Source: an optimization exercise on an open RTL-to-GDS flow (aim: small area). Production flows keep margins and buffers that such runs may drop. In this exercise RTL edits were held to simulation tests only and were not proved equivalent to the original. No activity file was given, so power comes from the tool's default toggle rates.

==> flow/design.v <==
`timescale 1ns/10ps
module udp_echo_top (
    input  logic        clk,
    input  logic        reset,
    input  logic        miso,
    output logic        sck,
    output logic        mosi,
    output logic        ssel_n,
    input  logic [63:0] tx_data,
    output logic [63:0] rx_data,
    output logic        pkg_timeout
);
    localparam logic [31:0] msg_id = 32'h7469_7277;
    localparam logic [3:0] s_init = 4'd0, s_idle = 4'd2, s_rsr = 4'd3,
        s_pull = 4'd4, s_rd_lo = 4'd5, s_rd_hi = 4'd6, s_recv = 4'd7, s_dest = 4'd8,
        s_push = 4'd9, s_wr_lo = 4'd10, s_wr_hi = 4'd11, s_send = 4'd12,
        s_rd_lo_g = 4'd13, s_rd_hi_g = 4'd14, s_recv_g = 4'd15;
    localparam logic [32*32-1:0] init_rom = {32'h00030800, 32'h00110C56, 32'h00100C09, 32'h000F0C02, 32'h000E0C0A, 32'h000D0CA8, 32'h000C0CC0, 32'h00010C01, 32'h00050C56, 32'h00040C09, 32'h001F0C10, 32'h001E0C10, 32'h00000C02, 32'h00080400, 32'h000704FF, 32'h000604FF, 32'h000504FF, 32'h00040401, 32'h0003040A, 32'h000204A8, 32'h000104C0, 32'h001204C1, 32'h0011040A, 32'h001004A8, 32'h000F04C0, 32'h000E041C, 32'h000D04E3, 32'h000C04CC, 32'h000B04FA, 32'h000A04AF, 32'h000904AA, 32'h002E04D8};
    logic [3:0] state;
    logic [4:0] sub;
    logic [15:0] rd_ptr;
    logic [15:3] wr_ptr;
    logic [7:0] bit_cnt;
    localparam logic [63:0] chain_inv = {32{2'b10}};
    logic [63:0] chain_s;
    logic [63:0] chain;
    logic [47:0] peer_s;
    logic [47:0] peer;
    logic [31:0] rx_low;
    logic rx_valid;
    logic active;
    logic is_pull;
    logic is_push;
    logic is_cmd;
    logic last;
    logic issue;
    logic begin_frame;
    logic done;
    logic ready;
    logic shift_en;
    logic rx_acc;
    logic commit;
    logic peer_load;
    logic [7:0] read_byte;
    logic size_ok;
    logic [31:0] cmdv;
    logic cmd_bit;
    logic [7:0] peer_byte;
    logic use_var;
    logic var_hi;
    logic [7:0] var_byte;
    logic [7:0] wr_lo_byte;
    assign active = !ssel_n;
    assign is_pull = (state == s_pull);
    assign is_push = (state == s_push);
    assign is_cmd = !is_pull && !is_push;
    assign last = is_pull ? (bit_cnt == 8'd152) : is_push ? (bit_cnt == 8'd88) : (bit_cnt == 8'd32);
    assign ready = !active && bit_cnt[1:0] == 2'd0;
    assign issue = ready && state != s_idle;
    assign begin_frame = !active && bit_cnt[1];
    assign done = !active && bit_cnt[0];
    assign rx_acc = (state == s_idle) && sub == 5'd31;
    assign commit = issue && state == s_rd_lo_g;
    assign chain = chain_s ^ chain_inv;
    assign peer = peer_s ^ chain_inv[63:16];
    assign read_byte = chain[7:0];
    assign size_ok = (read_byte == 8'd16);
    assign cmd_bit = use_var ? var_byte[~bit_cnt[2:0]] : cmdv[~bit_cnt[4:0]];
    assign mosi = active && !last &&
                  ((is_cmd || bit_cnt < 8'd24) ? cmd_bit : (is_push && chain[63]));
    assign shift_en = active && !last &&
                      (is_push ? (sck && bit_cnt >= 8'd24) :
                       (!sck && !(is_pull && bit_cnt >= 8'd88 && bit_cnt < 8'd120)));
    assign peer_load = active && is_pull && bit_cnt == 8'd120 && !sck && sub[0];
    always_comb begin
        case (sub[2:0])
            3'd1: peer_byte = peer[47:40];
            3'd2: peer_byte = peer[39:32];
            3'd3: peer_byte = peer[31:24];
            3'd4: peer_byte = peer[23:16];
            3'd5: peer_byte = peer[15:8];
            default: peer_byte = peer[7:0];
        endcase
    end
    assign wr_lo_byte = {wr_ptr[7:3], 3'd0};
    assign var_hi = (is_pull || is_push) ? !bit_cnt[3] : (state == s_rd_hi || state == s_rd_hi_g || state == s_wr_hi);
    always_comb begin
        case (state)
            s_pull, s_rd_lo, s_rd_hi, s_rd_lo_g, s_rd_hi_g: var_byte = var_hi ? rd_ptr[15:8] : rd_ptr[7:0];
            s_push, s_wr_lo, s_wr_hi: var_byte = var_hi ? wr_ptr[15:8] : wr_lo_byte;
            default: var_byte = peer_byte;
        endcase
    end
    always_comb begin
        case (state)
            s_pull, s_push: use_var = !bit_cnt[4];
            s_rd_lo, s_rd_hi, s_rd_lo_g, s_rd_hi_g, s_wr_lo, s_wr_hi: use_var = bit_cnt[4] && bit_cnt[3];
            s_dest: use_var = rx_valid && bit_cnt[4] && bit_cnt[3];
            default: use_var = 1'b0;
        endcase
    end
    always_comb begin
        case (state)
            s_init, s_dest: cmdv = init_rom[32 * sub +: 32];
            s_rsr: cmdv = 32'h0027_0800;
            s_pull: cmdv = 32'h0000_1800;
            s_rd_lo, s_rd_lo_g: cmdv = 32'h0029_0C00;
            s_rd_hi, s_rd_hi_g: cmdv = 32'h0028_0C00;
            s_recv, s_recv_g: cmdv = 32'h0001_0C40;
            s_push: cmdv = 32'h0000_1400;
            s_wr_lo: cmdv = 32'h0025_0C00;
            s_wr_hi: cmdv = 32'h0024_0C00;
            default: cmdv = 32'h0001_0C20;
        endcase
    end
    always_ff @(posedge clk) begin
        if (reset) begin
            ssel_n <= 1'b1;
            sck <= 1'b0;
            bit_cnt <= '0;
        end else if (begin_frame) begin
            ssel_n <= 1'b0;
            sck <= 1'b0;
            bit_cnt <= '0;
        end else if (active) begin
            if (last) begin
                ssel_n <= 1'b1;
                bit_cnt <= bit_cnt + 8'd1;
            end else if (!sck) begin
                sck <= 1'b1;
            end else begin
                sck <= 1'b0;
                bit_cnt <= bit_cnt + 8'd1;
            end
        end else if (done) begin
            bit_cnt <= '0;
        end else if (issue) begin
            bit_cnt <= 8'd2;
        end
    end
    always_ff @(posedge clk) begin
        if (issue) begin
            chain_s <= tx_data ^ chain_inv;
        end else if (shift_en) begin
            chain_s <= {~chain_s[62:0], miso};
        end
    end
    always_ff @(posedge clk) begin
        if (reset) begin
            state <= s_init;
            sub <= '0;
            rd_ptr <= '0;
            wr_ptr <= '0;
        end else if (active) begin
            if (!sck && is_pull && bit_cnt >= 8'd88 && bit_cnt < 8'd120) begin
                sub[0] <= sub[0] && (miso == msg_id[5'd23 - bit_cnt[4:0]]);
            end
        end else if (done) begin
            case (state)
                s_init: begin
                    if (sub != 5'd31 || read_byte == 8'h22) sub <= sub + 5'd1;
                    if (sub == 5'd31 && read_byte == 8'h22) state <= s_idle;
                end
                s_rsr: begin
                    if (read_byte == 8'd0) begin
                        state <= s_idle;
                    end else if (size_ok) begin
                        state <= s_pull;
                    end else begin
                        rd_ptr <= rd_ptr + {8'd0, read_byte};
                        state <= s_rd_lo;
                    end
                end
                s_pull: begin
                    rd_ptr <= rd_ptr + 16'd16;
                    state <= s_rd_lo_g;
                end
                s_rd_lo: state <= s_rd_hi;
                s_rd_hi: state <= s_recv;
                s_rd_lo_g: state <= s_rd_hi_g;
                s_rd_hi_g: state <= s_recv_g;
                s_recv: state <= s_idle;
                s_recv_g: begin
                    sub <= 5'd25;
                    state <= s_dest;
                end
                s_dest: begin
                    sub <= sub + 5'd1;
                    if (sub == 5'd30) state <= s_idle;
                end
                s_push: begin
                    wr_ptr <= wr_ptr + 13'd1;
                    state <= s_wr_lo;
                end
                s_wr_lo: state <= s_wr_hi;
                s_wr_hi: state <= s_send;
                default: state <= s_idle;
            endcase
        end else if (state == s_idle) begin
            if (rx_acc) begin
                sub <= 5'd30;
            end else if (sub == 5'd30) begin
                sub <= 5'd1;
                state <= s_push;
            end else if (sub == 5'd10) begin
                sub <= '0;
                state <= s_rsr;
            end else begin
                sub <= sub + 5'd1;
            end
        end else if (issue && is_pull) begin
            sub <= 5'd1;
        end
    end
    always_ff @(posedge clk) begin
        if (peer_load) peer_s <= chain_s[63:16];
    end
    always_ff @(posedge clk) begin
        if (reset) begin
            rx_valid <= 1'b0;
            rx_low <= '0;
        end else if (commit && sub[0]) begin
            rx_valid <= 1'b1;
            rx_low <= chain[31:0];
        end
    end
    assign rx_data = {rx_valid ? msg_id : 32'd0, rx_low};
    localparam logic [22:0] lfsr_at_timeout = 23'h30F84F;
    localparam logic [22:0] lfsr_inv = {1'b0, {11{2'b10}}};
    logic [22:0] lfsr_s;
    logic [22:0] lfsr;
    assign lfsr = lfsr_s ^ lfsr_inv;
    always_ff @(posedge clk) begin
        if (reset || rx_acc) begin
            lfsr_s <= lfsr_inv;
            pkg_timeout <= 1'b0;
        end else begin
            lfsr_s <= {lfsr[21:0], ~(lfsr[22] ^ lfsr[17])} ^ lfsr_inv;
            if (lfsr == lfsr_at_timeout) pkg_timeout <= 1'b1;
        end
    end
endmodule
export LEC_CHECK = 0
export CAP_MARGIN = 20
export CORE_MARGIN = 2
export CORE_UTILIZATION = 75
export PLACE_DENSITY = 0.85
export SETUP_SLACK_MARGIN = 0.15
export SLEW_MARGIN = 20
create_clock -name core_clock -period 5.0 [get_ports {clk}]
standard.sh (not shown) runs the stock make flow with config.mk's settings and CLKGATE_MAP_FILE= SYNTH_SCRIPT=/design/flow/synth_recipe.tcl, a recipe that flattens the netlist after the stock synthesis.
==> flow/flow/run.sh <==
#!/bin/bash
# Own layout flow: the standard flow (standard.sh) with an area-oriented ABC
# script, a clock tree without dummy loads, and small port buffers.
set -euo pipefail
WORK=$(pwd)
# A copy of ORFS's scripts whose only change is the ABC mapping script
rm -rf "$WORK/scripts_mod"
cp -r "$FLOW_HOME/scripts" "$WORK/scripts_mod"
cp "$WORK/flow/abc.script" "$WORK/scripts_mod/abc_speed.script"
export SCRIPTS_DIR="$WORK/scripts_mod"
export CTS_ARGS="-sink_clustering_enable -repair_clock_nets -dont_use_dummy_load -buf_list sky130_fd_sc_hd__clkbuf_8 -sink_clustering_size 14 -sink_clustering_max_diameter 70"
export BUFFER_PORTS_ARGS="-buffer_cell sky130_fd_sc_hd__buf_1"
export SKIP_REPAIR_TIE_FANOUT=1
bash standard.sh > "$WORK/standard_flow.log" 2>&1
==> flow/flow/README.md <==
Own flow: bench's standard flow (standard.sh, standard synthesis and layout) with
- an area-oriented ABC script (abc.script) in place of ORFS's abc_speed.script,
- clock tree synthesis without dummy loads, with clkbuf_8 clusters,
- port buffers of sky130_fd_sc_hd__buf_1 (every input and output still gets one),
- a single tie cell for the constant outputs (SKIP_REPAIR_TIE_FANOUT).
make's output goes to standard_flow.log; each ORFS step logs under orfs/logs/.
==> flow/flow/abc.script <==
strash
&get -n
&fraig -x
&put
scorr
dc2
strash
&get -n
&deepsyn -T 60
&dch -f
&nf -R 1000
&put
Rerun with:
- CORE_UTILIZATION: 75 -> 40
- PLACE_DENSITY: 0.85 -> default
- SETUP_SLACK_MARGIN: 0.15 -> default
What happened: Cell area increases by a few percent. Global-route usage came out lower by 18 points. Power is lower slightly. Clock power rises by a few percent. Core utilization went down by 39 points. Wire length shrinks by a few percent. Die area is higher by well over a third. Combinational power stays flat. Clock skew went up by 3.1 ps.

re-timing with driven ports:
In the flow no input, the clock included, has a driving cell. The finished layouts below were timed again as built, in two steps. Step 1 assumes that a clkbuf_16 drives the clock port and a buf_2 every other input. Step 2 times the ports against the registers' clock, not the clock port: input delays grow and output delays shrink by t, the midpoint of the rising clock arrivals with the driver on. Slacks: ideal ports / drivers / drivers and shift; pairs: ideal ports / drivers.
run | shift t [ns] | setup WS [ns] | latest minus earliest clock arrival (ns) | worst data-port slew with drivers (ns)
the first run | 0.556 | 0.250 / 0.208 / 0.764 | 0.032 / 0.033 | 0.06
the second run | 0.558 | 0.264 / 0.218 / 0.776 | 0.034 / 0.035 | 0.05
After both steps every run listed still meets setup and hold.
